What follows belongs to an exercise in optimizing a design on an open flow for small area, a short achievable clock period and few clock cycles; a production flow would make more cautious choices.
In this exercise RTL edits were held to simulation tests only and were not proved equivalent to the original.
No driver is modelled on the clock port, so clocking that relies on it looks cheaper here than on a real chip.
No activity file was given, so power comes from the tool's default toggle rates.

## flow/design.v (module list and top-level ports; edited modules follow where they fit)
// module fp4_sdf_stage: 103 lines
// module fp4_pair: 204 lines
// module fp4_tmul2: 314 lines
// module fp4_tmul3: 474 lines
// module fp4_tmul4: 488 lines
// module fft_top: 185 lines
module fft_top (
    input  logic       clk,
    input  logic       rst,
    input  logic [2:0] log2n,
    input  logic [7:0] data_in,
    input  logic       data_in_valid,
    output logic       fft_ready,
    output logic       done,
    output logic       error,
    output logic [7:0] data_out,
    output logic       data_out_valid
);
  // ...
==> flow/flow/run.sh <==
#!/bin/bash
# Standard layout, with the resizer asked for more setup slack than the default
# (same clock, same constraints): its repair_timing steps then also speed up
# the port buffers and the register-to-register paths.
set -euo pipefail
export SETUP_SLACK_MARGIN=${MARGIN:-11.3}
bash standard.sh > make_finish.log 2>&1
==> flow/standard.sh <==
#!/bin/bash
# synth_recipe.tcl (not shown) runs the flow's synth.tcl, then flattens the netlist and writes it again
# the make line also repeats each setting of config.mk as NAME=value (left out here)
make -C /OpenROAD-flow-scripts/flow DESIGN_CONFIG=/design/flow/config.mk WORK_HOME=/design/flow/orfs CLKGATE_MAP_FILE= SYNTH_SCRIPT=/design/flow/synth_recipe.tcl "${@:-finish}"
==> flow/config.mk <==
export PLATFORM = sky130hd
export DESIGN_NAME = fft_top
export DESIGN_NICKNAME = fft_top
export VERILOG_FILES = /design/flow/design.v
export SDC_FILE = /design/flow/constraint.sdc
export NUM_CORES = 4
export LEC_CHECK = 0
export ABC_AREA = 1
export CAP_MARGIN = 20
export CORE_MARGIN = 2
export CORE_UTILIZATION = 60
export CTS_CLUSTER_DIAMETER = 90
export CTS_CLUSTER_SIZE = 25
export SLEW_MARGIN = 20
==> flow/constraint.sdc <==
create_clock -name core_clock -period 15.0 [get_ports {clk}]
set_input_delay 3.0000 -clock core_clock [delete_from_list [all_inputs] [get_ports {clk}]]
set_output_delay 3.0000 -clock core_clock [all_outputs]
set_load 0.01 [all_outputs]
==> results.py, run 1 <==
metrics = {
    "global_routing": {
        "overflow": 0,
        "grt_pass1_vias": 23600,
    },
    "layout": {
        "reg_top3": "mem: 256 flops, u_s4.dl: 128 flops",
        "multi_input_area_share_pct": 33.3,
        "nonClockBufferCount": 44,
        "multi_input_area_um2": 11900,
        "nets": 3628,
    },
    "min_path": {
        "holdCritStartpoint": "u_s2.dl[0][3]",
        "holdPathEnd": "u_s2.dl[1][3]",
    },
    "sta": {
        "setup-violations-final": 0,
        "finalSetupTns_ns": 0,
    },
    "die": {
        "die_area_um2": 57600,
        "start_util_pct": 60.6,
        "coreArea_um2": 55100,
    },
    "logic_synthesis": {
        "yosys.area.top_type": "edfxtp_1",
        "yosys_warnings": 11,
        "synth_ff_type": "dfxtp_1",
        "synth.mux.area_fraction_pct": 0.0337,
        "synth.most_common_cell": "nand2_1",
        "postSynth.asyncResetShare_pct": 9.42,
    },
    "setup_path": {
        "cp-startpoint": "done",
    },
    "drt": {
        "wl_met1_mm": 30.4,
        "vias": 24400,
        "wl_met2_mm": 36.1,
        "wl_mm": 72.5,
        "ant_nets": 0,
    },
    "power": {
        "leakage_nw": 14.4,
        "powerSeq_w": 0.00330,
        "comb_power_share_pct": 43.8,
    },
    "placed_design": {
        "placed_area_um2": 34400,
    },
    "outcome": {
        "outcome": "complete, no violations",
    },
    "flow_run": {
        "cap_violations": 0,
    },
    "clock_tree": {
        "postCtsHoldBufs": 0,
    },
}
Testbench counts, summed over its fixed seeds: cycles 4,821.
==> module fft_top, before the edit <==
module fft_top (
    input  logic       clk,
    input  logic       rst,
    input  logic [2:0] log2n,
    input  logic [7:0] data_in,
    input  logic       data_in_valid,
    output logic       fft_ready,
    output logic       done,
    output logic       error,
    output logic [7:0] data_out,
    output logic       data_out_valid
);
    function automatic logic [4:0] perm(input logic [14:0] sel, input logic [4:0] i);
        for (int k = 0; k < 5; k++) perm[k] = i[sel[3*k +: 3]];
    endfunction
    function automatic logic [14:0] rev_after(input logic [14:0] sel, input logic [2:0] l);
        logic [2:0] j;
        for (int k = 0; k < 5; k++) begin
            j = sel[3*k +: 3];
            rev_after[3*k +: 3] = (j < l) ? 3'(l - 3'd1 - j) : j;
        end
    endfunction
    localparam logic [14:0] SEL_ID = {3'd4, 3'd3, 3'd2, 3'd1, 3'd0};
    function automatic logic [2:0] perm3(input logic [5:0] sel, input logic [2:0] i);
        for (int k = 0; k < 3; k++) perm3[k] = i[sel[2*k +: 2]];
    endfunction
    function automatic logic [5:0] rev_after3(input logic [5:0] sel, input logic [1:0] l);
        logic [1:0] j;
        for (int k = 0; k < 3; k++) begin
            j = sel[2*k +: 2];
            rev_after3[2*k +: 2] = (j < l) ? 2'(l - 2'd1 - j) : j;
        end
    endfunction
    localparam logic [5:0] SEL3_ID = {2'd2, 2'd1, 2'd0};
    logic       rdy;          
    logic       rdy_n;
    logic       ld;           
    logic       lb;           
    logic       pnd_m, pnd_s; 
    logic       s_old;        
    logic [4:0] cnt;          
    logic [2:0] fl;           
    logic       at_last;      
    logic       log2n_ok, first_acc, take_more, last_take;
    logic       rfree, rsoon, start_m, start_s, side_av, to_side;
    logic       ractive, rb;
    logic [4:0] rcnt, rnm1;
    assign log2n_ok  = (log2n != 3'd0) && (log2n <= 3'd5);
    assign first_acc = data_in_valid && rdy && log2n_ok;
    assign take_more = data_in_valid && ld;
    assign at_last   = (cnt == 5'((6'd1 << fl) - 6'd2));
    assign last_take = take_more && at_last;
    assign rfree   = !ractive || (rcnt == rnm1);
    assign rsoon   = rfree || (rcnt == rnm1 - 5'd1);
    assign start_m = rfree && pnd_m && !(pnd_s && s_old);
    assign start_s = rfree && pnd_s && !(pnd_m && !s_old);
    assign side_av = !pnd_s && !(ld && lb);
    assign to_side = !log2n[2] && side_av;
    logic w_av, l_av, pm_keep, ps_keep;
    assign w_av    = !pnd_m || start_m;                           
    assign l_av    = at_last && (lb ? w_av : (rsoon && !pnd_s));   
    assign pm_keep = pnd_m && !start_m;
    assign ps_keep = pnd_s && !start_s;
    assign rdy_n   = data_in_valid ? (rdy ? !log2n_ok : (ld ? l_av : w_av))
                                   : (rdy || (!ld && w_av));
    always_ff @(posedge clk) fft_ready <= rdy_n;
    logic       in_v, in_first;
    logic [7:0] in_d;
    logic [2:0] in_l;
    always_ff @(posedge clk or negedge rst) begin
        if (!rst) begin
            rdy       <= 1'b1;
            ld        <= 1'b0;
            lb        <= 1'b0;
            pnd_m     <= 1'b0;
            pnd_s     <= 1'b0;
            s_old     <= 1'b0;
            error     <= 1'b0;
            in_v      <= 1'b0;
            in_first  <= 1'b0;
        end else begin
            rdy      <= rdy_n;
            ld       <= data_in_valid ? (rdy ? log2n_ok : (ld && !at_last)) : ld;
            lb       <= (data_in_valid && rdy) ? (log2n_ok ? to_side : lb) : lb;
            pnd_m    <= (data_in_valid && ld && at_last && !lb) || pm_keep;
            pnd_s    <= (data_in_valid && ld && at_last && lb) || ps_keep;
            s_old    <= (data_in_valid && ld && at_last) ? (!lb && ps_keep) : s_old;
            error    <= data_in_valid && rdy && !log2n_ok;
            in_v     <= data_in_valid && (rdy ? log2n_ok : ld);
            in_first <= data_in_valid && rdy && log2n_ok;
        end
    end
    always_ff @(posedge clk) begin
        if (rdy) begin
            fl  <= log2n;    
            cnt <= 5'd0;
        end else if (data_in_valid) begin
            cnt <= cnt + 5'd1;
        end
        in_d <= data_in;
        in_l <= log2n;
    end
    logic [7:0]  mem [0:31];
    logic [7:0]  smem [0:7];
    logic [14:0] wsel, rsel;
    logic [5:0]  wsel_s, rsel_s;
    logic [2:0]  wl;
    logic [1:0]  wl_s;
    logic [4:0]  waddr, raddr;
    logic [2:0]  waddr_s, raddr_s;
    assign waddr   = perm(wsel, cnt);
    assign waddr_s = perm3(wsel_s, cnt[2:0]);
    always_ff @(posedge clk) begin
        if (in_v && !lb) mem[waddr] <= in_d;
        if (in_v && lb)  smem[waddr_s] <= in_d;
    end
    always_ff @(posedge clk or negedge rst) begin
        if (!rst) begin
            wsel   <= SEL_ID;
            wl     <= 3'd0;
            wsel_s <= SEL3_ID;
            wl_s   <= 2'd0;
        end else if (in_v && in_first) begin
            if (lb) begin
                wsel_s <= rev_after3(wsel_s, wl_s);
                wl_s   <= in_l[1:0];
            end else begin
                wsel <= rev_after(wsel, wl);
                wl   <= in_l;
            end
        end
    end
    always_ff @(posedge clk or negedge rst) begin
        if (!rst) ractive <= 1'b0;
        else if (start_m || start_s) ractive <= 1'b1;
        else if (ractive && rcnt == rnm1) ractive <= 1'b0;
    end
    always_ff @(posedge clk) begin
        if (start_m) begin
            rb   <= 1'b0;
            rcnt <= 5'd0;
            rsel <= rev_after(wsel, wl);
            rnm1 <= 5'((6'd1 << wl) - 6'd1);
        end else if (start_s) begin
            rb     <= 1'b1;
            rcnt   <= 5'd0;
            rsel_s <= rev_after3(wsel_s, wl_s);
            rnm1   <= 5'((4'd1 << wl_s) - 4'd1);
        end else if (ractive) begin
            rcnt <= rcnt + 5'd1;
        end
    end
    assign raddr   = perm(rsel, rcnt);
    assign raddr_s = perm3(rsel_s, rcnt[2:0]);
    logic       r_nx_sof, s0_v, s0_sof;
    logic [7:0] s0_x;
    assign r_nx_sof = !ractive || (rcnt == 5'd0);    
    always_ff @(posedge clk) begin
        s0_x   <= rb ? smem[raddr_s] : mem[raddr];
        s0_sof <= r_nx_sof;
    end
    always_ff @(posedge clk or negedge rst) begin
        if (!rst) s0_v <= 1'b0;
        else      s0_v <= ractive;
    end
    logic [7:0] x1, x2, x3, x4, x5;
    logic       v1, v2, v3, v4, v5, f1, f2, f3, f4, f5;
    logic       nv1, nv2, nv3, nv4, nv5, nf1, nf2, nf3, nf4, nf5;
    fp4_sdf_stage #(.S(0)) u_s0 (.clk(clk), .rst(rst), .x(s0_x), .x_v(s0_v), .x_sof(s0_sof), .nx_sof(r_nx_sof),
                                 .y(x1), .y_v(v1), .y_sof(f1), .ny_v(nv1), .ny_sof(nf1));
    fp4_sdf_stage #(.S(1)) u_s1 (.clk(clk), .rst(rst), .x(x1), .x_v(v1), .x_sof(f1), .nx_sof(nf1),
                                 .y(x2), .y_v(v2), .y_sof(f2), .ny_v(nv2), .ny_sof(nf2));
    fp4_sdf_stage #(.S(2)) u_s2 (.clk(clk), .rst(rst), .x(x2), .x_v(v2), .x_sof(f2), .nx_sof(nf2),
                                 .y(x3), .y_v(v3), .y_sof(f3), .ny_v(nv3), .ny_sof(nf3));
    fp4_sdf_stage #(.S(3)) u_s3 (.clk(clk), .rst(rst), .x(x3), .x_v(v3), .x_sof(f3), .nx_sof(nf3),
                                 .y(x4), .y_v(v4), .y_sof(f4), .ny_v(nv4), .ny_sof(nf4));
    fp4_sdf_stage #(.S(4)) u_s4 (.clk(clk), .rst(rst), .x(x4), .x_v(v4), .x_sof(f4), .nx_sof(nf4),
                                 .y(x5), .y_v(v5), .y_sof(f5), .ny_v(nv5), .ny_sof(nf5));
    assign data_out       = x5;
    assign data_out_valid = v5;
    always_ff @(posedge clk or negedge rst) begin
        if (!rst) done <= 1'b0;
        else      done <= start_m || start_s;    
    end
endmodule
==> run 2, diff against run 1 <==
--- a/flow/design.v
+++ b/flow/design.v
@@ -1648,7 +1648,6 @@
                                    : (rdy || (!ld && w_av));
     always_ff @(posedge clk) fft_ready <= rdy_n;
-    logic       in_v, in_first;
+    logic       in_v;
     logic [7:0] in_d;
-    logic [2:0] in_l;
     always_ff @(posedge clk or negedge rst) begin
         if (!rst) begin
@@ -1661,5 +1660,4 @@
             error     <= 1'b0;
             in_v      <= 1'b0;
-            in_first  <= 1'b0;
         end else begin
             rdy      <= rdy_n;
@@ -1671,5 +1669,4 @@
             error    <= data_in_valid && rdy && !log2n_ok;
             in_v     <= data_in_valid && (rdy ? log2n_ok : ld);
-            in_first <= data_in_valid && rdy && log2n_ok;
         end
     end
@@ -1682,5 +1679,4 @@
         end
         in_d <= data_in;
-        in_l <= log2n;
     end
     logic [7:0]  mem [0:31];
@@ -1704,11 +1700,11 @@
             wsel_s <= SEL3_ID;
             wl_s   <= 2'd0;
-        end else if (in_v && in_first) begin
+        end else if (in_v && cnt == 5'd0) begin    
             if (lb) begin
                 wsel_s <= rev_after3(wsel_s, wl_s);
-                wl_s   <= in_l[1:0];
+                wl_s   <= fl[1:0];
             end else begin
                 wsel <= rev_after(wsel, wl);
-                wl   <= in_l;
+                wl   <= fl;
             end
         end
--- a/flow/flow/run.sh
+++ b/flow/flow/run.sh
@@ -4,4 +4,4 @@
 # the port buffers and the register-to-register paths.
 set -euo pipefail
-export SETUP_SLACK_MARGIN=${MARGIN:-11.3}
+export SETUP_SLACK_MARGIN=${MARGIN:-11.1}
 bash standard.sh > make_finish.log 2>&1
==> run 2 against run 1 <==
Effect of this change:
- die area decreased by 0.12%
- cell count is 0.49% lower
- power down 1.9%
- final area is 0.46% lower
- synthesized area decreased by 0.12%
- clock-buffer cell count shrank 2
- largest power group unchanged
- highest routed layer unchanged
==> results.py, run 2 <==
metrics = {
    "clock_tree": {
        "postCtsHoldBufs": 0,
        "cts_tree": "yes",
        "cts_setup_buffers": 0,
        "htreeDepth": 2,
        "clkSlewWorstSetupHoldPaths_ns": 0.10,
        "clk_latency_ns": 0.60,
        "cts_resized": 52,
        "clock-root-buffer": "clkbuf_16",
        "cts_inserted_buffers": 38,
        "clock-sinks": 792,
        "clockBufferDepth": 3,
    },
    "setup_path": {
        "critPathLaunchType": "register",
        "crit_slowest_cell": "dfrtp_1",
        "setup.worst_path.end_class": "output port",
        "critical-path-top-delay-family": "flip-flops",
        "r2r_start": "rcnt[1]",
        "crit_arrival_ns": 1.10,
        "worstSetupPathType": "register to output port",
        "worst-path-buf-inv": 1,
        "crit_path_max_fanout": 1,
        "cp_cell_sequence": "buf_2",
        "worst_path_largest_cell_delay_ns": 0.38,
        "cp-startpoint": "done",
        "required_ns": 12.00,
    },
    "logic_synthesis": {
        "synth_top_family_by_area": "simple AND/OR/NAND/NOR gates",
        "synth-simple-area-share_pct": 16.4,
        "ys_ff_latch": 792,
        "synth_ff_type": "dfxtp_1",
        "yosys.area.top_type": "edfxtp_1",
        "synth.most_common_cell": "nand2_1",
        "synth_edf_count": 349,
        "synth.mux.area_fraction_pct": 0,
        "netlist_area_um2": 33400,
        "synthXorXnorAreaFrac_pct": 1.61,
        "postSynth.asyncResetShare_pct": 9.34,
        "yosys-top-cells-area": "edfxtp_1 (31%), dfxtp_1 (22%), nand2_1 (7.2%)",
        "synth_compound_area_share_pct": 14.4,
        "synthCells": 3515,
        "syn_nets": 3612,
        "synth_top_area_share_pct": 31.4,
        "yosys_warnings": 11,
        "synth_area_per_cell_um2": 9.49,
        "netlist_top_cells_count": "nand2_1 (639), nor2_1 (427), o21ai_0 (372)",
        "yosys.area_share.adder_pct": 3.22,
        "seq_area_frac_synth_pct": 59.1,
        "synthDistinctLibCells": 61,
    },
    "layout": {
        "antenna_cells": 0,
        "final_common_cell": "nand2_1",
        "reg_top3": "mem: 256 flops, u_s4.dl: 128 flops",
        "multi_input_area_um2": 11900,
        "drive_gt1_share_pct": 5.35,
        "final_cell_mix": "nand2_1 (638), nor2_1 (427), o21ai_0 (370), dfxtp_1 (367), inv_1 (350)",
        "stdcell_area_um2": 35500,
        "largest_register": "mem",
        "fillCellCount": 4447,
        "area_growth_pct": 6.24,
        "layout.cells.non_filler": 4283,
        "largest_reg_flops": 256,
        "nets": 3608,
        "regArea_um2": 19700,
    },
    "drt": {
        "drt-initial-drc-count": 2139,
        "drtPass1Iterations": 5,
        "drc": 0,
        "wl_mm": 72.2,
        "wire_per_inst_um": 16.9,
        "ant_nets": 0,
        "vias": 24400,
        "viasPerCell": 5.70,
    },
    "min_path": {
        "min_path_type": "register to register",
        "holdCritStartpoint": "u_s4.dl[13][0]",
    },
    "sta": {
        "fin_worst_skew_ns": 0.0208,
        "slew_headroom_pct": 32.0,
        "finalCriticalPeriod_ns": 4.10,
        "max_freq_ghz": 0.244,
        "slew_viol_final": 0,
        "final-hold-violation-count": 0,
        "setup-violations-final": 0,
        "post-route-period-util_pct": 27.4,
        "finalSetupTns_ns": 0,
        "rsz0062_at_grt": "true",
        "worstMarginPinSlew_ns": 1.02,
    },
    "outcome": {
        "outcome": "complete, no violations",
    },
    "power": {
        "p_int_w": 0.00450,
        "swShare_pct": 42.6,
        "p_seq_share_pct": 41.4,
        "p_switching_w": 0.00334,
        "comb_power_share_pct": 44.0,
        "leakage_nw": 14.2,
        "vdd_drop_max_uv": 136,
        "p_clk_share_pct": 14.7,
        "totalPowerFinal_w": 0.00784,
        "p_per_area_nw_per_um2": 221,
    },
    "global_routing": {
        "grt_first_pass_wirelength_mm": 117,
        "grt_usage_pct": 25.2,
        "grt_pass1_vias": 23500,
        "antenna_found_initial": 0,
        "grt_max_degree": 84,
        "overflow": 0,
    },
    "placed_design": {
        "post-dp-hpwl_mm": 48.8,
        "dp.cells": 4219,
        "portBuffers": 25,
        "gp_congestion": 0.907,
        "placed_area_um2": 34400,
    },
    "flow_run": {
        "cap_violations": 0,
    },
    "die": {
        "dieHeight_um": 240,
        "pin_count": 26,
        "die_area_um2": 57500,
        "start_util_pct": 60.6,
        "fp.dieW_um": 240,
        "rows": 86,
        "coreArea_um2": 55100,
    },
}
[run 2: cell count changes after synthesis, moves of 4 or more]
cell | before | now
inv_1 | 360 | 351
nor2_2 | 14 | 10
o21ai_0 | 378 | 372
a31oi_1 | 25 | 21
nor3_1 | 32 | 39
nor2_1 | 437 | 427
nand3_1 | 104 | 113
inv_2 | 26 | 22
nand4_1 | 19 | 15
o32ai_1 | 11 | 16
nand2_1 | 648 | 639
nand3_2 | 12 | 19
[run 2: layout make-up]
class / instances / share of cell area [%]
clock inverter: 8 / 0.219
sequential: 792 / 55.7
clock buffer: 56 / 2.90
tap: 748 / 2.64
inverter: 378 / 4.02
multi-input combinational: 2258 / 33.6
timing repair buffer: 43 / 0.956
[run 2: power groups by stage]
stage | combinational [W] | clock, W | sequential [W]
3_3_place_gp | 0.00331 | 0 | 0.00328
6_report | 0.00345 | 0.00115 | 0.00324
2_1_floorplan | 0.00261 | 0 | 0.00316
3_5_place_dp | 0.00341 | 0 | 0.00329
5_1_grt | 0.00391 | 0.00125 | 0.00331
4_1_cts | 0.00342 | 0.00118 | 0.00325
[run 2: metrics by stage]
| stage | utilization [%] | setup WS, ns | hold WS (ns) |
|---|---|---|---|
| 3_5_place_dp | 62.4 | 10.63 | 0.312 |
| 4_1_cts | 64.3 | 10.87 | 0.327 |
| 3_3_place_gp | 62.4 | 10.67 | 0.310 |
| 5_1_grt | 64.4 | 10.85 | 0.337 |
| 2_1_floorplan | - | 11.42 | 0.310 |
| 6_report | 64.4 | 10.90 | 0.325 |
[run 2: cell families (layout without fill, tap and decap cells)]
group	Yosys count	after routing
xor+xnor	54	54
buf+inv	465	485
flops	792	792
compound gates	809	809
fa+ha+maj	83	83
simple gates	1312	1312
[run 2: final timing paths]
path / slack [ns] / endpoint / depth (start not counted)
max: 10.90 / done / 1
min: 0.32 / u_s4.dl[14][0] / 0
max reg2reg: 11.44 / s0_x[1] / 13
min reg2reg: 0.32 / u_s4.dl[14][0] / 0
max in group asynchronous: 11.85 / u_s4.tv[11] / 1
min in group asynchronous: 2.54 / wsel[13] / 1
[run 2: per-layer routing]
layer	global-route usage, %	wire (um)
met1	31.6	30400
met4	10.1	2610
met5	0	0
met2	44.6	35700
met3	2.72	3520
Testbench counts of run 2, summed over its fixed seeds: cycles 4,821.
==> run 3, diff against run 2 <==
--- a/flow/flow/run.sh
+++ b/flow/flow/run.sh
@@ -4,4 +4,4 @@
 # the port buffers and the register-to-register paths.
 set -euo pipefail
-export SETUP_SLACK_MARGIN=${MARGIN:-11.1}
+export SETUP_SLACK_MARGIN=${MARGIN:-11.3}
 bash standard.sh > make_finish.log 2>&1
==> run 3 against run 2 <==
Effect of this change:
- setup slack got worse by 0.0033 ns
- still clean
- die area unchanged
- routed wire length is 0.14% higher
==> results.py, run 3 <==
metrics = {
    "drt": {
        "viasPerCell": 5.70,
        "wl_mm": 72.3,
        "vias": 24400,
        "ant_nets": 0,
        "drtPass1Iterations": 6,
        "wire_per_inst_um": 16.9,
        "drc": 0,
        "drt-initial-drc-count": 2288,
    },
    "power": {
        "vdd_drop_max_uv": 136,
        "p_per_area_nw_per_um2": 221,
        "totalPowerFinal_w": 0.00785,
        "leakage_nw": 14.3,
    },
    "sta": {
        "worstMarginPinSlew_ns": 1.03,
        "max_freq_ghz": 0.243,
        "finalSetupTns_ns": 0,
        "setup-violations-final": 0,
        "whs_ns": 0.325,
        "slew_headroom_pct": 30.8,
        "fin_worst_skew_ns": 0.0167,
        "finalCriticalPeriod_ns": 4.11,
        "rsz0062_at_grt": "true",
        "slew_viol_final": 0,
        "post-route-period-util_pct": 27.4,
        "final-hold-violation-count": 0,
    },
    "min_path": {
        "min_path_type": "register to register",
        "holdCritStartpoint": "u_s4.dl[13][0]",
        "hold_depth": 0,
        "holdPathEnd": "u_s4.dl[14][0]",
    },
    "clock_tree": {
        "cts_tree": "yes",
        "clock-root-buffer": "clkbuf_16",
        "cts_inserted_buffers": 38,
        "clkSlewWorstSetupHoldPaths_ns": 0.10,
        "clk_latency_ns": 0.60,
        "htreeDepth": 2,
        "clockBufferDepth": 3,
        "clock-sinks": 792,
    },
    "logic_synthesis": {
        "synth_area_per_cell_um2": 9.49,
        "ys_ff_latch": 792,
        "synth.most_common_cell": "nand2_1",
        "synth_ff_type": "dfxtp_1",
        "seq_area_frac_synth_pct": 59.1,
        "netlist_top_cells_count": "nand2_1 (639), nor2_1 (427), o21ai_0 (372)",
        "syn_nets": 3612,
        "yosys-top-cells-area": "edfxtp_1 (31%), dfxtp_1 (22%), nand2_1 (7.2%)",
        "synth_edf_count": 349,
        "synth_top_area_share_pct": 31.4,
        "postSynth.asyncResetShare_pct": 9.34,
        "synthCells": 3515,
        "synthDistinctLibCells": 61,
        "yosys_warnings": 11,
        "yosys.area.top_type": "edfxtp_1",
        "netlist_area_um2": 33400,
    },
    "setup_path": {
        "r2r_slack_ns": 11.62,
        "critPathLaunchType": "register",
        "reg2regPathDepth": 13,
        "crit_path_max_fanout": 1,
        "cp_cell_sequence": "buf_2",
        "worstSetupPathType": "register to output port",
        "setup.worst_path.end_class": "output port",
        "required_ns": 12.00,
        "critical-path-top-delay-family": "flip-flops",
        "crit_arrival_ns": 1.11,
        "worst-path-buf-inv": 1,
        "worst_path_largest_cell_delay_ns": 0.38,
        "crit_slowest_cell": "dfrtp_1",
        "r2r_start": "rcnt[1]",
        "r2r_end": "s0_x[1]",
    },
    "global_routing": {
        "grt_max_degree": 84,
        "grt_first_pass_wirelength_mm": 117,
        "grt_pass1_vias": 23500,
        "antenna_found_initial": 0,
        "grt_usage_pct": 25.2,
        "overflow": 0,
    },
    "layout": {
        "largest_register": "mem",
        "area_growth_pct": 6.39,
        "antenna_cells": 0,
        "fillCellCount": 4435,
        "stdcell_area_um2": 35500,
        "final_cell_mix": "nand2_1 (638), nor2_1 (427), o21ai_0 (368), dfxtp_1 (358), inv_1 (350)",
        "largest_reg_flops": 256,
        "nets": 3610,
        "reg_top3": "mem: 256 flops, u_s4.dl: 128 flops",
        "postLayoutCoreUtil_pct": 64.4,
        "drive_gt1_share_pct": 5.77,
        "final_common_cell": "nand2_1",
    },
    "placed_design": {
        "gp_congestion": 0.907,
        "portBuffers": 25,
        "placed_area_um2": 34400,
        "post-dp-hpwl_mm": 48.8,
    },
    "die": {
        "fp.dieW_um": 240,
        "pin_count": 26,
        "die_area_um2": 57500,
        "rows": 86,
        "start_util_pct": 60.6,
        "dieHeight_um": 240,
        "coreArea_um2": 55100,
    },
    "outcome": {
        "outcome": "complete, no violations",
    },
    "flow_run": {
        "cap_violations": 0,
    },
}
## run 3: cell counts after synthesis
No cell type changed its count.
## run 3: area by class of cell
| type | count | area, um^2 | area share (%) |
|---|---|---|---|
| clock buffer | 56 | 1030 | 2.90 |
| clock inverter | 8 | 77.6 | 0.218 |
| inverter | 378 | 1420 | 4.01 |
| multi-input combinational | 2258 | 11900 | 33.6 |
| sequential | 792 | 19700 | 55.6 |
| tap | 748 | 936 | 2.64 |
| timing repair buffer | 45 | 353 | 0.994 |
## run 3: how the worst max path moves through the flow
stage | slack [ns] | cells after the start | to | start
2_1_floorplan | 11.42 | 5 | lb | log2n[2]
3_3_place_gp | 10.67 | 5 | fft_ready | data_in_valid
3_5_place_dp | 10.63 | 5 | fft_ready | data_in_valid
4_1_cts | 10.87 | 1 | done | done
5_1_grt | 10.85 | 1 | done | done
6_report | 10.89 | 1 | done | done
## run 3: repair_timing
item | 4_1_cts | 5_1_grt
resized for setup | 54 | 20
setup buffers | 0 | 2
endpoints found under the setup margin | 22 | 46
hold buffers | 0 | 0
pin swaps | 0 | 1
gates cloned | 0 | 0
## run 3: cell families after synthesis
group | Yosys count | synth area share [%]
AO/OA/AOI/OAI | 809 | 14.4
buffers and inverters | 465 | 5.26
adder cells (fa/ha/maj) | 83 | 3.22
XOR/XNOR | 54 | 1.61
flip-flops | 792 | 59.1
AND/OR/NAND/NOR | 1312 | 16.4
## run 3: where the power goes
| group | switching, W | total, W | internal [W] |
|---|---|---|---|
| registers | 0.000358 | 0.00325 | 0.00289 |
| clock network | 0.000660 | 0.00115 | 0.000489 |
| logic | 0.00232 | 0.00346 | 0.00114 |
| total | 0.00334 | 0.00785 | 0.00451 |
## run 3: through the flow
| stage | std cells | setup WS [ns] |
|---|---|---|
| 2_1_floorplan | 3515 | 11.42 |
| 3_3_place_gp | 4219 | 10.67 |
| 3_5_place_dp | 4219 | 10.63 |
| 4_1_cts | 4283 | 10.87 |
| 5_1_grt | 4285 | 10.85 |
| 6_report | 4285 | 10.89 |
## run 3: layer usage
layer	track usage, %	vias up	wire (um)
met5	0	-	0
met4	10.1	0	2650
met3	2.72	149	3400
met2	44.6	737	35800
met1	31.6	11600	30500
li1	-	12000	-
==> run 4, diff against run 3 <==
==> flow/flow/run.sh (replaced) <==
#!/bin/bash
# Standard layout, with the resizer asked for more setup slack than the default
# (same clock, same constraints): its repair_timing steps then also speed up
# the port buffers and the register-to-register paths. After clock tree
# synthesis, flow/post_cts.tcl strengthens the output flip-flops and port buffers.
set -euo pipefail
export SETUP_SLACK_MARGIN=11.3
export POST_CTS_TCL=$PWD/flow/post_cts.tcl
bash standard.sh > make_finish.log 2>&1
==> flow/flow/post_cts.tcl (new file) <==
# After clock tree synthesis: give the flip-flops that drive output ports, and
# the port buffers after them, a stronger drive (same cell types otherwise).
set changed 0
foreach port [get_ports -filter "direction == output"] {
  set net [get_nets -of_objects $port]
  foreach drv [get_pins -of_objects $net -filter "direction == output"] {
    set buf [get_cells -of_objects $drv]
    set bref [get_property $buf ref_name]
    if { [regexp {^sky130_fd_sc_hd__(buf|clkbuf|clkdlybuf4s50|dlygate4sd3)_[0-9]+$} $bref] } {
      replace_cell $buf sky130_fd_sc_hd__buf_4
      incr changed
      foreach ipin [get_pins -of_objects $buf -filter "direction == input"] {
        foreach src [get_pins -of_objects [get_nets -of_objects $ipin] -filter "direction == output"] {
          set ff [get_cells -of_objects $src]
          set fref [get_property $ff ref_name]
          if { [regexp {^(sky130_fd_sc_hd__df[a-z]+)_[0-9]+$} $fref -> base] } {
            if { [llength [get_lib_cells ${base}_2]] > 0 } {
              replace_cell $ff ${base}_2
              incr changed
            }
          }
        }
      }
    }
  }
}
puts "post_cts: resized $changed cells"
detailed_placement
check_placement -verbose
==> run 4 against run 3 <==
Effect of this change:
- the run now fails in clock tree synthesis
- synthesized area stayed put
- synthesized cell count stayed put
==> results.py, run 4 <==
metrics = {
    "logic_synthesis": {
        "ys_ff_latch": 792,
        "synth_area_per_cell_um2": 9.49,
        "yosys_warnings": 11,
        "yosys-top-cells-area": "edfxtp_1 (31%), dfxtp_1 (22%), nand2_1 (7.2%)",
        "synth_top_area_share_pct": 31.4,
        "seq_area_frac_synth_pct": 59.1,
        "synth_ff_type": "dfxtp_1",
        "yosys.area.top_type": "edfxtp_1",
        "netlist_top_cells_count": "nand2_1 (639), nor2_1 (427), o21ai_0 (372)",
        "synth.most_common_cell": "nand2_1",
        "synth_edf_count": 349,
        "synthDistinctLibCells": 61,
        "syn_nets": 3612,
        "netlist_area_um2": 33400,
        "synthCells": 3515,
        "postSynth.asyncResetShare_pct": 9.34,
    },
    "placed_design": {
        "dp.cells": 4219,
        "gp_congestion": 0.907,
        "portBuffers": 25,
        "post-dp-hpwl_mm": 48.8,
    },
    "outcome": {
        "outcome": "aborted with a tool error",
        "error_line": "[ERROR STA-0100] unsupported object type Port.",
        "haltStage": "clock tree synthesis",
    },
    "clock_tree": {
        "clock-sinks": 792,
    },
    "die": {
        "fp.dieW_um": 240,
        "dieHeight_um": 240,
        "rows": 86,
        "start_util_pct": 60.6,
        "pin_count": 26,
    },
}
[run 4: logic make-up after synthesis]
family	synth area share [%]
compound gates	14.4
xor+xnor	1.61
fa+ha+maj	3.22
buf+inv	5.26
flops	59.1
simple gates	16.4
[run 4: power groups by stage]
stage | Clock, W | Combinational (W) | Sequential, W
after floorplan | 0 | 0.00261 | 0.00316
after global placement | 0 | 0.00331 | 0.00328
after detailed placement | 0 | 0.00341 | 0.00329
[run 4: worst max-delay path by stage]
stage	to	slack, ns	start
2_1_floorplan	lb	11.42	log2n[2]
3_3_place_gp	fft_ready	10.67	data_in_valid
3_5_place_dp	fft_ready	10.63	data_in_valid
[run 4: metrics by stage]
step                utilization (%)  power [W]  instance area [um^2]  worst slack (ns)
floorplan                         -    0.00577                 33400             11.42
global placement               62.4    0.00658                 34400             10.67
detailed placement             62.4    0.00669                 34400             10.63
==> run 5, diff against run 4 <==
--- a/flow/flow/post_cts.tcl
+++ b/flow/flow/post_cts.tcl
@@ -3,5 +3,5 @@
 set changed 0
 foreach port [get_ports -filter "direction == output"] {
-  set net [get_nets -of_objects $port]
+  set net [get_nets [get_full_name $port]]
   foreach drv [get_pins -of_objects $net -filter "direction == output"] {
     set buf [get_cells -of_objects $drv]
==> run 5 against run 4 <==
Effect of this change:
- now clean on timing, DRC and antenna
- synthesized area is the same
- synthesized cell count is the same
==> results.py, run 5 <==
metrics = {
    "clock_tree": {
        "clkSlewWorstSetupHoldPaths_ns": 0.10,
        "clk_latency_ns": 0.60,
        "clock-sinks": 792,
        "cts_tree": "yes",
    },
    "setup_path": {
        "critPathCapture": "done",
        "cp_cell_sequence": "buf_6",
        "cp-startpoint": "done",
        "setup.worst_path.end_class": "output port",
        "r2r_end": "u_s2.y[7]",
        "critPathLaunchType": "register",
        "reg2regPathDepth": 30,
        "r2r_start": "u_s1.y[2]",
        "critical-path-top-delay-family": "flip-flops",
        "required_ns": 12.00,
        "crit_arrival_ns": 1.12,
        "worst_path_largest_cell_delay_ns": 0.41,
        "worst-path-buf-inv": 1,
        "worstSetupPathType": "register to output port",
        "r2r_slack_ns": 11.63,
        "crit_path_max_fanout": 1,
        "path_depth": 1,
        "crit_slowest_cell": "dfrtp_2",
    },
    "layout": {
        "area_growth_pct": 6.62,
        "final_common_cell": "nand2_1",
        "final_cell_mix": "nand2_1 (638), nor2_1 (427), o21ai_0 (368), dfxtp_1 (351), inv_1 (350)",
        "fillCellCount": 4425,
        "regArea_um2": 19800,
        "postLayoutCoreUtil_pct": 64.6,
        "largest_reg_flops": 256,
        "largest_register": "mem",
        "drive_gt1_share_pct": 6.05,
        "multi_input_area_um2": 11900,
        "nets": 3610,
        "antenna_cells": 0,
        "reg_top3": "mem: 256 flops, u_s4.dl: 128 flops",
    },
    "logic_synthesis": {
        "yosys_warnings": 11,
        "postSynth.asyncResetShare_pct": 9.34,
        "synth_ff_type": "dfxtp_1",
        "synth_edf_count": 349,
        "ys_ff_latch": 792,
        "synth_area_per_cell_um2": 9.49,
        "yosys.area.top_type": "edfxtp_1",
        "netlist_area_um2": 33400,
        "seq_area_frac_synth_pct": 59.1,
        "syn_nets": 3612,
        "yosys-top-cells-area": "edfxtp_1 (31%), dfxtp_1 (22%), nand2_1 (7.2%)",
        "synth_top_area_share_pct": 31.4,
        "netlist_top_cells_count": "nand2_1 (639), nor2_1 (427), o21ai_0 (372)",
        "synthCells": 3515,
        "synthDistinctLibCells": 61,
        "synth.most_common_cell": "nand2_1",
    },
    "sta": {
        "max_freq_ghz": 0.243,
        "final-hold-violation-count": 0,
        "slew_viol_final": 0,
        "fin_worst_skew_ns": 0.0172,
        "setup-violations-final": 0,
        "finalSetupTns_ns": 0,
        "rsz0062_at_grt": "true",
        "worstMarginPinSlew_ns": 1.01,
        "slew_headroom_pct": 32.6,
        "post-route-period-util_pct": 27.5,
        "finalCriticalPeriod_ns": 4.12,
    },
    "die": {
        "die_area_um2": 57500,
        "pin_count": 26,
        "start_util_pct": 60.6,
        "coreArea_um2": 55100,
        "dieHeight_um": 240,
        "fp.dieW_um": 240,
        "rows": 86,
    },
    "drt": {
        "wire_per_inst_um": 16.9,
        "drc": 0,
        "drt-initial-drc-count": 2136,
        "viasPerCell": 5.70,
        "ant_nets": 0,
        "drtPass1Iterations": 7,
        "wl_mm": 72.3,
        "vias": 24400,
    },
    "global_routing": {
        "overflow": 0,
        "grt_first_pass_wirelength_mm": 117,
        "grt_usage_pct": 25.2,
        "grt_max_degree": 84,
        "grt_pass1_vias": 23500,
        "antenna_found_initial": 0,
    },
    "power": {
        "p_per_area_nw_per_um2": 221,
        "vdd_drop_max_uv": 137,
        "leakage_nw": 14.3,
    },
    "flow_run": {
        "cap_violations": 0,
    },
    "placed_design": {
        "portBuffers": 25,
        "gp_congestion": 0.907,
        "post-dp-hpwl_mm": 48.8,
    },
    "outcome": {
        "outcome": "complete, no violations",
    },
    "min_path": {
        "min_path_type": "register to register",
    },
}
-- run 5: layout make-up --
type / instances / share of cell area (%)
inverter: 378 / 4.00
clock inverter: 8 / 0.218
tap: 748 / 2.63
clock buffer: 56 / 2.89
multi-input combinational: 2258 / 33.6
sequential: 792 / 55.5
timing repair buffer: 45 / 1.17
-- run 5: cells by family after synthesis --
logic type      Yosys count  synth area share (%)
fa+ha+maj                83                  3.22
flops                   792                  59.1
xor+xnor                 54                  1.61
simple gates           1312                  16.4
buf+inv                 465                  5.26
compound gates          809                  14.4
-- run 5: power by group --
part	internal (W)	switching, W	total [W]
clock	0.000489	0.000658	0.00115
combinational	0.00115	0.00232	0.00347
sequential	0.00289	0.000361	0.00325
total	0.00453	0.00334	0.00787
-- run 5: through the flow --
| step | hold WS, ns | area (um^2) | cells | total power, W | setup WS [ns] |
|---|---|---|---|---|---|
| after floorplan | 0.310 | 33400 | 3515 | 0.00577 | 11.42 |
| after global placement | 0.310 | 34400 | 4219 | 0.00658 | 10.67 |
| after detailed placement | 0.312 | 34400 | 4219 | 0.00669 | 10.63 |
| after global routing | 0.337 | 35600 | 4285 | 0.00851 | 10.84 |
| final | 0.325 | 35600 | 4285 | 0.00787 | 10.88 |
-- run 5: worst min-delay path by stage --
stage	start	slack (ns)	end	depth (start not counted)
after floorplan	u_s1.dl[0][0]	0.31	u_s1.dl[1][0]	0
after global placement	u_s3.dl[6][6]	0.31	u_s3.dl[7][6]	0
after detailed placement	u_s4.dl[4][5]	0.31	u_s4.dl[5][5]	0
final	u_s4.dl[13][0]	0.33	u_s4.dl[14][0]	0
after global routing	u_s3.ts[7]	0.34	u_s3.ts[8]	0
-- run 5: layer usage --
layer  GRT usage [%]  wire (um)
met1            31.6      30300
met2            44.6      35800
met3            2.72       3510
met4            10.1       2660
met5               0          0
==> run 6, diff against run 5 <==
--- a/flow/design.v
+++ b/flow/design.v
@@ -1626,5 +1626,7 @@
     logic       at_last;      
     logic       log2n_ok, first_acc, take_more, last_take;
-    logic       rfree, rsoon, start_m, start_s, side_av, to_side;
+    logic       rfree, rsoon, rlast1, start_m, start_s, side_av, to_side;
+    logic       lt_now, start_now, go, r_side;
+    logic       wfirst;       
     logic       ractive, rb;
     logic [4:0] rcnt, rnm1;
@@ -1635,11 +1637,16 @@
     assign last_take = take_more && at_last;
     assign rfree   = !ractive || (rcnt == rnm1);
-    assign rsoon   = rfree || (rcnt == rnm1 - 5'd1);
+    assign rlast1  = ractive && (rcnt == rnm1 - 5'd1);         
+    assign rsoon   = rfree || rlast1;
     assign start_m = rfree && pnd_m && !(pnd_s && s_old);
     assign start_s = rfree && pnd_s && !(pnd_m && !s_old);
     assign side_av = !pnd_s && !(ld && lb);
     assign to_side = !log2n[2] && side_av;
+    assign lt_now    = data_in_valid && ld && at_last;
+    assign start_now = lt_now && rfree && !pnd_m && !pnd_s && !wfirst;
+    assign go        = rfree && (pnd_m || pnd_s || (lt_now && !wfirst));
+    assign r_side    = (pnd_m || pnd_s) ? (pnd_s && !(pnd_m && !s_old)) : lb;
     logic w_av, l_av, pm_keep, ps_keep;
-    assign w_av    = !pnd_m || start_m;                           
+    assign w_av    = !pnd_m || start_m || (!(pnd_s && s_old) && rlast1);
     assign l_av    = at_last && (lb ? w_av : (rsoon && !pnd_s));   
     assign pm_keep = pnd_m && !start_m;
@@ -1649,4 +1656,5 @@
     always_ff @(posedge clk) fft_ready <= rdy_n;
     logic       in_v;
+    assign wfirst = in_v && cnt == 5'd0;    
     logic [7:0] in_d;
     always_ff @(posedge clk or negedge rst) begin
@@ -1664,6 +1672,6 @@
             ld       <= data_in_valid ? (rdy ? log2n_ok : (ld && !at_last)) : ld;
             lb       <= (data_in_valid && rdy) ? (log2n_ok ? to_side : lb) : lb;
-            pnd_m    <= (data_in_valid && ld && at_last && !lb) || pm_keep;
-            pnd_s    <= (data_in_valid && ld && at_last && lb) || ps_keep;
+            pnd_m    <= (lt_now && !lb && !start_now) || pm_keep;
+            pnd_s    <= (lt_now && lb && !start_now) || ps_keep;
             s_old    <= (data_in_valid && ld && at_last) ? (!lb && ps_keep) : s_old;
             error    <= data_in_valid && rdy && !log2n_ok;
@@ -1700,5 +1708,5 @@
             wsel_s <= SEL3_ID;
             wl_s   <= 2'd0;
-        end else if (in_v && cnt == 5'd0) begin    
+        end else if (wfirst) begin
             if (lb) begin
                 wsel_s <= rev_after3(wsel_s, wl_s);
@@ -1712,18 +1720,14 @@
     always_ff @(posedge clk or negedge rst) begin
         if (!rst) ractive <= 1'b0;
-        else if (start_m || start_s) ractive <= 1'b1;
+        else if (go) ractive <= 1'b1;
         else if (ractive && rcnt == rnm1) ractive <= 1'b0;
     end
     always_ff @(posedge clk) begin
-        if (start_m) begin
-            rb   <= 1'b0;
+        if (rfree) begin    
+            rb   <= r_side;
             rcnt <= 5'd0;
-            rsel <= rev_after(wsel, wl);
-            rnm1 <= 5'((6'd1 << wl) - 6'd1);
-        end else if (start_s) begin
-            rb     <= 1'b1;
-            rcnt   <= 5'd0;
-            rsel_s <= rev_after3(wsel_s, wl_s);
-            rnm1   <= 5'((4'd1 << wl_s) - 4'd1);
+            rnm1 <= r_side ? 5'((4'd1 << wl_s) - 4'd1) : 5'((6'd1 << wl) - 6'd1);
+            if (r_side) rsel_s <= rev_after3(wsel_s, wl_s);
+            else        rsel   <= rev_after(wsel, wl);
         end else if (ractive) begin
             rcnt <= rcnt + 5'd1;
@@ -1760,5 +1764,5 @@
     always_ff @(posedge clk or negedge rst) begin
         if (!rst) done <= 1'b0;
-        else      done <= start_m || start_s;    
+        else      done <= go;    
     end
 endmodule
==> flow/flow/run.sh (replaced) <==
#!/bin/bash
# Standard layout, with the resizer asked for more setup slack than the default
# (same clock, same constraints): its repair_timing steps then also speed up
# the port buffers and the register-to-register paths.
set -euo pipefail
export SETUP_SLACK_MARGIN=${MARGIN:-11.3}
bash standard.sh > make_finish.log 2>&1
--- a/flow/config.mk
+++ b/flow/config.mk
@@ -9,5 +9,5 @@
 export CAP_MARGIN = 20
 export CORE_MARGIN = 2
-export CORE_UTILIZATION = 60
+export CORE_UTILIZATION = 80
 export CTS_CLUSTER_DIAMETER = 90
 export CTS_CLUSTER_SIZE = 25
removed: flow/flow/post_cts.tcl
==> run 6 against run 5 <==
Effect of this change:
- sequential cell count unchanged
- critical path type unchanged
- clock power about the same
- largest power group unchanged
- critical endpoint unchanged
- largest cell class unchanged
- non-clock buffer count increased by 3
- setup slack got worse by 0.019 ns
- highest routed layer unchanged
- via count increased by 12%
==> results.py, run 6 <==
metrics = {
    "outcome": {
        "outcome": "complete, no violations",
    },
    "setup_path": {
        "critPathLaunchType": "register",
        "required_ns": 12.00,
        "reg2regPathDepth": 13,
        "worst-path-buf-inv": 1,
        "worst_path_largest_cell_delay_ns": 0.39,
        "crit_path_max_fanout": 1,
        "crit_arrival_ns": 1.14,
        "path_depth": 1,
        "worstSetupPathType": "register to output port",
        "crit_slowest_cell": "dfrtp_1",
        "critical-path-top-delay-family": "flip-flops",
        "cp_cell_sequence": "buf_6",
        "setup.worst_path.end_class": "output port",
    },
    "global_routing": {
        "grt_max_degree": 119,
        "grt_usage_pct": 40.0,
        "overflow": 0,
        "antenna_found_initial": 0,
        "grt_pass1_vias": 26400,
        "grt_first_pass_wirelength_mm": 138,
    },
    "logic_synthesis": {
        "postSynth.asyncResetShare_pct": 9.34,
        "netlist_area_um2": 33300,
        "synth_area_per_cell_um2": 9.42,
        "yosys.area_share.adder_pct": 3.23,
        "seq_area_frac_synth_pct": 59.3,
        "synth_top_area_share_pct": 31.6,
        "synth_ff_type": "dfxtp_1",
        "netlist_top_cells_count": "nand2_1 (647), nor2_1 (441), o21ai_0 (376)",
        "synthXorXnorAreaFrac_pct": 1.34,
        "synth_compound_area_share_pct": 14.1,
        "yosys.area.top_type": "edfxtp_1",
        "synth_edf_count": 350,
        "synthDistinctLibCells": 62,
        "ys_ff_latch": 792,
        "synth-simple-area-share_pct": 16.8,
        "synth_top_family_by_area": "simple AND/OR/NAND/NOR gates",
        "yosys-top-cells-area": "edfxtp_1 (32%), dfxtp_1 (22%), nand2_1 (7.3%)",
        "syn_nets": 3630,
        "synthCells": 3533,
        "yosys_warnings": 11,
        "synth.most_common_cell": "nand2_1",
        "synth.mux.area_fraction_pct": 0.0301,
    },
    "drt": {
        "ant_nets": 0,
        "drtPass1Iterations": 10,
        "vias": 27400,
        "wire_per_inst_um": 21.4,
        "wl_met3_mm": 9.79,
        "drt-initial-drc-count": 4229,
        "viasPerCell": 6.70,
        "wl_met1_mm": 29.2,
        "wl_mm": 87.3,
        "drc": 0,
        "wl_met2_mm": 42.4,
        "top_layer_used": "met4",
    },
    "clock_tree": {
        "cts_tree": "yes",
        "postCtsHoldBufs": 0,
        "clkSlewWorstSetupHoldPaths_ns": 0.10,
        "clock-sinks": 792,
        "cts_inserted_buffers": 38,
        "clock-root-buffer": "clkbuf_16",
        "clk_latency_ns": 0.64,
        "htreeDepth": 2,
        "clockBufferDepth": 3,
    },
    "layout": {
        "nets": 3629,
        "reg_top3": "mem: 256 flops, u_s4.dl: 128 flops",
        "final_cell_mix": "nand2_1 (645), nor2_1 (433), o21ai_0 (373), dfxtp_1 (355), edfxtp_1 (350)",
        "antenna_cells": 0,
        "fillCellCount": 1923,
        "largest_reg_flops": 256,
        "drive_gt1_share_pct": 6.22,
        "area_growth_pct": 5.84,
        "layout.cells.non_filler": 4087,
        "largest_register": "mem",
        "postLayoutCoreUtil_pct": 86.1,
        "final_common_cell": "nand2_1",
    },
    "die": {
        "pin_count": 26,
        "dieHeight_um": 208,
        "start_util_pct": 81.4,
        "fp.dieW_um": 208,
        "coreArea_um2": 40900,
        "die_area_um2": 43300,
        "rows": 74,
    },
    "sta": {
        "slew_headroom_pct": 30.0,
        "worstMarginPinSlew_ns": 1.04,
        "setup-violations-final": 0,
        "finalCriticalPeriod_ns": 4.14,
        "post-route-period-util_pct": 27.6,
        "slew_viol_final": 0,
        "finalSetupTns_ns": 0,
        "max_freq_ghz": 0.241,
        "final-hold-violation-count": 0,
        "fin_worst_skew_ns": 0.0467,
        "rsz0062_at_grt": "true",
    },
    "min_path": {
        "hold_depth": 0,
        "min_path_type": "register to register",
    },
    "power": {
        "leakage_nw": 14.2,
        "vdd_drop_max_uv": 204,
        "p_per_area_nw_per_um2": 250,
    },
    "placed_design": {
        "post-dp-hpwl_mm": 54.5,
        "portBuffers": 25,
        "gp_congestion": 0.957,
        "dp.cells": 4017,
    },
    "flow_run": {
        "cap_violations": 0,
    },
}
[run 6: cell count changes after synthesis, moves of 5 or more]
cell	before	now
nand3_1	113	130
nor2_1	427	441
nand3_2	19	9
nand2_1	639	647
o211ai_1	74	66
a21oi_1	112	105
nand2_2	17	23
nand4_1	15	20
[run 6: cell families (layout without fill, tap and decap cells)]
group,Yosys count,in the layout
fa+ha+maj,83,83
buf+inv,466,488
simple gates,1349,1349
compound gates,792,792
flops,792,792
mux,1,1
xor+xnor,50,50
[run 6: worst paths after layout]
| path | end | slack, ns | start |
|---|---|---|---|
| min in group asynchronous | u_s1.tv[1] | 2.54 | rst |
| max in group asynchronous | u_s2.tv[1] | 11.83 | rst |
| worst min register to register | u_s4.dl[7][6] | 0.33 | u_s4.dl[6][6] |
| worst min-delay path | u_s4.dl[7][6] | 0.33 | u_s4.dl[6][6] |
| worst max register to register | s0_x[2] | 11.43 | rcnt[0] |
| worst max-delay path | done | 10.86 | done |
[run 6: final cells by class]
class / instances / area [um^2] / area share [%]
Clock buffer: 56 / 1020 / 2.89
Sequential cell: 792 / 19800 / 56.1
Clock inverter: 7 / 77.6 / 0.220
Timing Repair Buffer: 48 / 400 / 1.14
Inverter: 377 / 1420 / 4.03
Tap cell: 532 / 666 / 1.89
Multi-Input combinational cell: 2275 / 11900 / 33.8
[run 6: timing repair]
action                     CTS  global route
setup endpoints to repair   24            70
buffers inserted             0             7
gates cloned                 0             0
gates resized for setup     61            38
pin swaps                    1             6
[run 6: layer usage]
layer  global-route usage (%)  up-vias
li1                         -    12000
met5                        0        -
met3                     8.21      543
met1                     47.9    12500
met4                     21.9        0
met2                     68.2     2279
[run 6: metrics by stage]
stage	setup slack, ns	hold WS [ns]	area, um^2	total power, W
after floorplan	11.25	0.310	33300	0.00614
after global placement	10.51	0.310	34000	0.00701
after detailed placement	10.40	0.312	34000	0.00730
after CTS	10.84	0.333	35100	0.00856
after global routing	10.83	0.336	35200	0.00931
final	10.86	0.329	35200	0.00882
[run 6: power breakdown]
group	switching [W]	internal [W]	total (W)
Combinational	0.00302	0.00130	0.00432
Sequential	0.000412	0.00292	0.00333
Clock	0.000681	0.000486	0.00117
Total	0.00412	0.00471	0.00882
Testbench counts of run 6, summed over its fixed seeds: cycles 4,773.
==> run 7, diff against run 6 <==
--- a/flow/config.mk
+++ b/flow/config.mk
@@ -9,6 +9,7 @@
 export CAP_MARGIN = 20
 export CORE_MARGIN = 2
-export CORE_UTILIZATION = 80
+export CORE_UTILIZATION = 60
 export CTS_CLUSTER_DIAMETER = 90
 export CTS_CLUSTER_SIZE = 25
+export GPL_TIMING_DRIVEN = 0
 export SLEW_MARGIN = 20
==> run 7 against run 6 <==
Effect of this change:
- still clean on timing, DRC and antenna
- combinational power fell by 4%
- sequential power fell by 2%
- cell count rose by 7.2%
- critical path type unchanged
- critical endpoint unchanged
==> results.py, run 7 <==
metrics = {
    "logic_synthesis": {
        "yosys_warnings": 11,
        "yosys-top-cells-area": "edfxtp_1 (32%), dfxtp_1 (22%), nand2_1 (7.3%)",
        "syn_nets": 3630,
        "yosys.area.top_type": "edfxtp_1",
        "synth.most_common_cell": "nand2_1",
        "netlist_top_cells_count": "nand2_1 (647), nor2_1 (441), o21ai_0 (376)",
        "synth_top_area_share_pct": 31.6,
        "netlist_area_um2": 33300,
        "synth_ff_type": "dfxtp_1",
        "synth_area_per_cell_um2": 9.42,
        "seq_area_frac_synth_pct": 59.3,
        "ys_ff_latch": 792,
        "synthDistinctLibCells": 62,
        "synth_edf_count": 350,
        "postSynth.asyncResetShare_pct": 9.34,
        "synthCells": 3533,
    },
    "setup_path": {
        "r2r_slack_ns": 11.47,
        "crit_slowest_cell": "dfrtp_1",
        "cp-startpoint": "done",
        "setup.worst_path.end_class": "output port",
        "cp_cell_sequence": "buf_2",
        "crit_path_max_fanout": 1,
        "r2r_end": "s0_x[1]",
        "reg2regPathDepth": 15,
        "crit_arrival_ns": 1.09,
        "worstSetupPathType": "register to output port",
        "worst_path_largest_cell_delay_ns": 0.37,
        "r2r_start": "rcnt[1]",
        "required_ns": 12.00,
        "critical-path-top-delay-family": "flip-flops",
        "worst-path-buf-inv": 1,
        "path_depth": 1,
        "critPathLaunchType": "register",
    },
    "layout": {
        "area_growth_pct": 7.60,
        "multi_input_area_um2": 11800,
        "fillCellCount": 4423,
        "regArea_um2": 19800,
        "largest_register": "mem",
        "nets": 3707,
        "drive_gt1_share_pct": 5.75,
        "antenna_cells": 0,
        "final_common_cell": "nand2_1",
        "largest_reg_flops": 256,
        "stdcell_area_um2": 35800,
        "final_cell_mix": "nand2_1 (647), nor2_1 (439), o21ai_0 (374)",
        "reg_top3": "mem: 256 flops, u_s4.dl: 128 flops",
    },
    "global_routing": {
        "grt_max_degree": 60,
        "grt_usage_pct": 26.5,
        "grt_pass1_vias": 24200,
        "antenna_found_initial": 0,
        "grt_first_pass_wirelength_mm": 122,
        "overflow": 0,
    },
    "sta": {
        "slew_viol_final": 0,
        "finalSetupTns_ns": 0,
        "layout_setup_ws_ns": 10.91,
        "max_freq_ghz": 0.245,
        "setup-violations-final": 0,
        "rsz0062_at_grt": "true",
        "slew_headroom_pct": 28.7,
        "final-hold-violation-count": 0,
        "finalCriticalPeriod_ns": 4.09,
        "fin_worst_skew_ns": 0.0310,
        "worstMarginPinSlew_ns": 1.06,
        "post-route-period-util_pct": 27.2,
    },
    "power": {
        "leakage_nw": 14.3,
        "comb_power_share_pct": 48.5,
        "p_per_area_nw_per_um2": 239,
        "p_switching_w": 0.00385,
        "p_int_w": 0.00472,
        "swShare_pct": 44.9,
        "p_clk_share_pct": 13.4,
        "vdd_drop_max_uv": 116,
        "p_seq_share_pct": 38.1,
    },
    "clock_tree": {
        "postCtsHoldBufs": 0,
        "clock-sinks": 792,
        "clk_latency_ns": 0.62,
        "clkSlewWorstSetupHoldPaths_ns": 0.10,
        "clock-root-buffer": "clkbuf_16",
        "clockBufferDepth": 3,
        "cts_inserted_buffers": 38,
        "cts_tree": "yes",
        "htreeDepth": 2,
    },
    "die": {
        "die_area_um2": 57400,
        "rows": 86,
        "start_util_pct": 60.6,
        "coreArea_um2": 55000,
        "dieHeight_um": 240,
        "pin_count": 26,
        "fp.dieW_um": 240,
    },
    "min_path": {
        "min_path_type": "register to register",
        "holdCritStartpoint": "u_s2.dl[1][5]",
        "holdPathEnd": "u_s2.dl[2][5]",
        "hold_depth": 0,
    },
    "drt": {
        "drc": 0,
        "ant_nets": 0,
        "vias": 25200,
        "drtPass1Iterations": 5,
        "viasPerCell": 5.76,
        "wire_per_inst_um": 17.4,
        "drt-initial-drc-count": 2129,
        "wl_mm": 76.3,
    },
    "placed_design": {
        "post-dp-hpwl_mm": 55.0,
        "pre_cts_slack_ns": 10.35,
        "placed_area_um2": 34700,
        "portBuffers": 25,
        "gp_congestion": 0.920,
    },
    "outcome": {
        "outcome": "complete, no violations",
    },
    "flow_run": {
        "cap_violations": 0,
    },
}
## run 7: cell counts after synthesis
Identical to the previous run, type by type.
## run 7: worst max path at each step
stage	slack (ns)	endpoint
final	10.91	done
after global routing	10.86	done
after CTS	10.87	done
after detailed placement	10.35	pnd_s
after global placement	8.56	u_s4.y_v
after floorplan	11.25	pnd_s
## run 7: stage by stage
step	util, %	power (W)	cells	hold slack (ns)
6_report	65.2	0.00857	4380	0.324
4_1_cts	65.0	0.00851	4375	0.315
3_3_place_gp	62.7	0.00721	4306	0.310
3_5_place_dp	63.1	0.00735	4313	0.312
5_1_grt	65.2	0.00923	4380	0.328
2_1_floorplan	-	0.00614	3533	0.310
## run 7: kinds of logic after synthesis
group	Yosys count	share of synthesized area, %
adders and majority gates	83	3.23
buffers and inverters	466	5.30
muxes	1	0.0301
AOI/OAI and AO/OA	792	14.1
xor gates and xnor gates	50	1.34
DFF	792	59.3
and+or+nand+nor	1349	16.8
## run 7: per-layer routing
metal	GRT usage [%]	vias to the layer above	wire (um)
li1	-	12200	-
met1	34.1	12000	32000
met2	46.1	880	37100
met3	3.35	198	4420
met4	9.91	0	2780
met5	0	-	0
## run 7: what timing repair did
action,4_1_cts,5_1_grt
pin swaps,1,2
buffers inserted,0,5
setup endpoints to repair,20,40
gates resized for setup,56,21
## run 7: final cells by class
class | count | share of cell area [%]
Inverter | 377 | 3.95
Timing Repair Buffer | 37 | 1.20
Clock buffer | 55 | 2.89
Tap cell | 748 | 2.61
Clock inverter | 7 | 0.220
Multi-Input combinational cell | 2275 | 33.0
Buffer | 89 | 0.985
Sequential cell | 792 | 55.2
## run 7: power groups by stage
stage | Combinational [W] | Clock (W) | Sequential [W]
after floorplan | 0.00295 | 0 | 0.00319
after global routing | 0.00464 | 0.00126 | 0.00334
final | 0.00415 | 0.00114 | 0.00327
after global placement | 0.00391 | 0 | 0.00330
after detailed placement | 0.00404 | 0 | 0.00331
after CTS | 0.00406 | 0.00118 | 0.00327
==> run 8, diff against run 7 <==
--- a/flow/config.mk
+++ b/flow/config.mk
@@ -12,4 +12,4 @@
 export CTS_CLUSTER_DIAMETER = 90
 export CTS_CLUSTER_SIZE = 25
-export GPL_TIMING_DRIVEN = 0
+export GPL_ROUTABILITY_DRIVEN = 0
 export SLEW_MARGIN = 20
==> run 8 against run 7 <==
Effect of this change:
- register-to-register slack better by 0.05 ns
- maximum frequency down 1.3%
- non-clock buffer count down 74
- still clean on timing, DRC and antenna
- combinational power decreased by 4%
- die area is the same
- critical endpoint unchanged
- hold slack barely moved
==> results.py, run 8 <==
metrics = {
    "power": {
        "leakage_nw": 14.2,
        "vdd_drop_max_uv": 153,
        "totalPowerFinal_w": 0.00839,
        "p_per_area_nw_per_um2": 237,
    },
    "global_routing": {
        "overflow": 0,
        "grt_first_pass_wirelength_mm": 117,
        "grt_pass1_vias": 23200,
        "grt_usage_pct": 25.1,
        "antenna_found_initial": 0,
        "grt_max_degree": 129,
    },
    "setup_path": {
        "crit_arrival_ns": 1.14,
        "crit_slowest_cell": "dfrtp_1",
        "worstSetupPathType": "register to output port",
        "worst_path_largest_cell_delay_ns": 0.40,
        "r2r_start": "rcnt[0]",
        "r2r_end": "s0_x[5]",
        "cp_cell_sequence": "buf_2",
        "setup.worst_path.end_class": "output port",
        "required_ns": 12.00,
        "crit_path_max_fanout": 1,
        "r2r_slack_ns": 11.52,
        "critical-path-top-delay-family": "flip-flops",
        "worst-path-buf-inv": 1,
        "critPathLaunchType": "register",
        "reg2regPathDepth": 13,
    },
    "sta": {
        "post-route-period-util_pct": 27.6,
        "slew_viol_final": 0,
        "worstMarginPinSlew_ns": 1.14,
        "finalSetupTns_ns": 0,
        "rsz0062_at_grt": "true",
        "fin_worst_skew_ns": 0.0160,
        "finalCriticalPeriod_ns": 4.14,
        "max_freq_ghz": 0.242,
        "setup-violations-final": 0,
        "whs_ns": 0.325,
        "final-hold-violation-count": 0,
        "slew_headroom_pct": 23.2,
    },
    "drt": {
        "drt-initial-drc-count": 2112,
        "ant_nets": 0,
        "wire_per_inst_um": 16.7,
        "drtPass1Iterations": 6,
        "wl_met2_mm": 34.5,
        "vias": 24400,
        "wl_mm": 72.0,
        "drc": 0,
        "top_layer_used": "met4",
        "wl_met3_mm": 3.66,
        "viasPerCell": 5.68,
        "wl_met1_mm": 31.9,
    },
    "logic_synthesis": {
        "yosys.area.top_type": "edfxtp_1",
        "synthDistinctLibCells": 62,
        "seq_area_frac_synth_pct": 59.3,
        "syn_nets": 3630,
        "netlist_top_cells_count": "nand2_1 (647), nor2_1 (441), o21ai_0 (376)",
        "yosys-top-cells-area": "edfxtp_1 (32%), dfxtp_1 (22%), nand2_1 (7.3%)",
        "synth_area_per_cell_um2": 9.42,
        "postSynth.asyncResetShare_pct": 9.34,
        "netlist_area_um2": 33300,
        "synth_top_area_share_pct": 31.6,
        "ys_ff_latch": 792,
        "synth_ff_type": "dfxtp_1",
        "synthCells": 3533,
        "synth.most_common_cell": "nand2_1",
        "yosys_warnings": 11,
        "synth_edf_count": 350,
    },
    "layout": {
        "layout.cells.non_filler": 4304,
        "nets": 3632,
        "drive_gt1_share_pct": 5.99,
        "postLayoutCoreUtil_pct": 64.5,
        "final_cell_mix": "nand2_1 (645), nor2_1 (439), o21ai_0 (373), dfxtp_1 (354), edfxtp_1 (350)",
        "largest_register": "mem",
        "area_growth_pct": 6.55,
        "antenna_cells": 0,
        "largest_reg_flops": 256,
        "final_common_cell": "nand2_1",
        "fillCellCount": 4400,
        "reg_top3": "mem: 256 flops, u_s4.dl: 128 flops",
    },
    "die": {
        "dieHeight_um": 240,
        "fp.dieW_um": 240,
        "die_area_um2": 57400,
        "start_util_pct": 60.6,
        "rows": 86,
        "pin_count": 26,
        "coreArea_um2": 55000,
    },
    "min_path": {
        "holdCritStartpoint": "u_s4.dl[13][0]",
        "holdPathEnd": "u_s4.dl[14][0]",
        "hold_depth": 0,
        "min_path_type": "register to register",
    },
    "clock_tree": {
        "cts_tree": "yes",
        "cts_inserted_buffers": 37,
        "htreeDepth": 2,
        "clock-root-buffer": "clkbuf_16",
        "clk_latency_ns": 0.59,
        "clockBufferDepth": 3,
        "clkSlewWorstSetupHoldPaths_ns": 0.10,
        "clock-sinks": 792,
    },
    "placed_design": {
        "dp.cells": 4235,
        "portBuffers": 25,
        "post-dp-hpwl_mm": 48.2,
    },
    "flow_run": {
        "cap_violations": 0,
    },
    "outcome": {
        "outcome": "complete, no violations",
    },
}
==> run 8: repair_timing <==
item	CTS	global route
gates resized for setup	54	31
hold buffers	0	0
buffers inserted	1	8
pin swaps	2	3
setup endpoints to repair	19	44
==> run 8: worst max path at each step <==
stage,cells after the start,from,slack (ns),endpoint
global placement,6,data_in_valid,10.46,pnd_s
floorplan,5,data_in_valid,11.25,pnd_s
global route,1,done,10.82,done
detailed placement,6,data_in_valid,10.41,pnd_s
CTS,1,done,10.83,done
finish,1,done,10.86,done
==> run 8: cells by family after synthesis <==
logic type      after synthesis  synth area share [%]
fa+ha+maj                    83                  3.23
mux                           1                0.0301
flops                       792                  59.3
buf+inv                     466                  5.30
simple gates               1349                  16.8
xor+xnor                     50                  1.34
compound gates              792                  14.1
==> run 8: per-layer routing <==
| metal | vias to the layer above | track usage (%) |
|---|---|---|
| li1 | 12000 | - |
| met1 | 11600 | 33.7 |
| met2 | 771 | 43.2 |
| met3 | 107 | 2.65 |
| met4 | 0 | 7.54 |
| met5 | - | 0 |
==> run 8: stage by stage <==
step	setup slack, ns	area [um^2]
after global placement	10.46	34300
final	10.86	35500
after global routing	10.82	35500
after detailed placement	10.41	34300
after floorplan	11.25	33300
after CTS	10.83	35300
==> run 8: area by class of cell <==
cell class | instances | area (um^2) | share of cell area (%)
Tap cell | 748 | 936 | 2.64
Clock buffer | 58 | 1040 | 2.92
Multi-Input combinational cell | 2275 | 11900 | 33.5
Timing Repair Buffer | 52 | 434 | 1.22
Inverter | 377 | 1420 | 4.00
Sequential cell | 792 | 19800 | 55.7
Clock inverter | 2 | 23.8 | 0.0670
==> run 8: power breakdown <==
group | leakage (nW) | switching (W) | internal, W
registers | 7.13 | 0.000368 | 0.00292
logic | 6.53 | 0.00269 | 0.00129
clock network | 0.505 | 0.000643 | 0.000483
total | 14.2 | 0.00370 | 0.00469

## afterwards: timing with drivers on the ports
How much do the figures lean on ideal ports? The routed layouts below were timed once more, with nothing changed but the port constraints. Step 1 (the two cells are an assumption about what drives the block):
set clk [get_ports {clk}]
set_driving_cell -lib_cell sky130_fd_sc_hd__clkbuf_16 $clk
set_driving_cell -lib_cell sky130_fd_sc_hd__buf_2 [delete_from_list [all_inputs] $clk]
Step 2 times the ports against the registers' clock, not the clock port: input delays grow and output delays shrink by t, the midpoint of the rising clock arrivals with the driver on. Three values: ideal ports, drivers, drivers and shift; two values: the first two.
| run | shift t [ns] | setup WS [ns] | latest minus earliest clock arrival (ns) | worst register clock-pin slew, ns | pins driven straight from the clock port |
|---|---|---|---|---|---|
| run 1 | 0.655 | 10.891 / 10.833 / 10.744 | 0.046 / 0.045 | 0.10 / 0.10 | 1 |
| run 2 | 0.651 | 10.896 / 10.838 / 10.587 | 0.021 / 0.022 | 0.10 / 0.10 | 1 |
| run 3 | 0.651 | 10.893 / 10.834 / 10.782 | 0.019 / 0.019 | 0.10 / 0.10 | 1 |
| run 5 | 0.651 | 10.877 / 10.818 / 10.775 | 0.019 / 0.019 | 0.10 / 0.10 | 1 |
| run 6 | 0.672 | 10.858 / 10.797 / 10.729 | 0.060 / 0.061 | 0.12 / 0.12 | 1 |
| run 7 | 0.657 | 10.913 / 10.849 / 10.765 | 0.046 / 0.047 | 0.11 / 0.11 | 1 |
| run 8 | 0.643 | 10.861 / 10.800 / 10.800 | 0.025 / 0.025 | 0.10 / 0.10 | 1 |
After both steps every run listed still meets setup and hold. For run 2, which loses most, drivers alone change the setup slack by -0.058 ns; drivers and shift together by -0.309 ns.
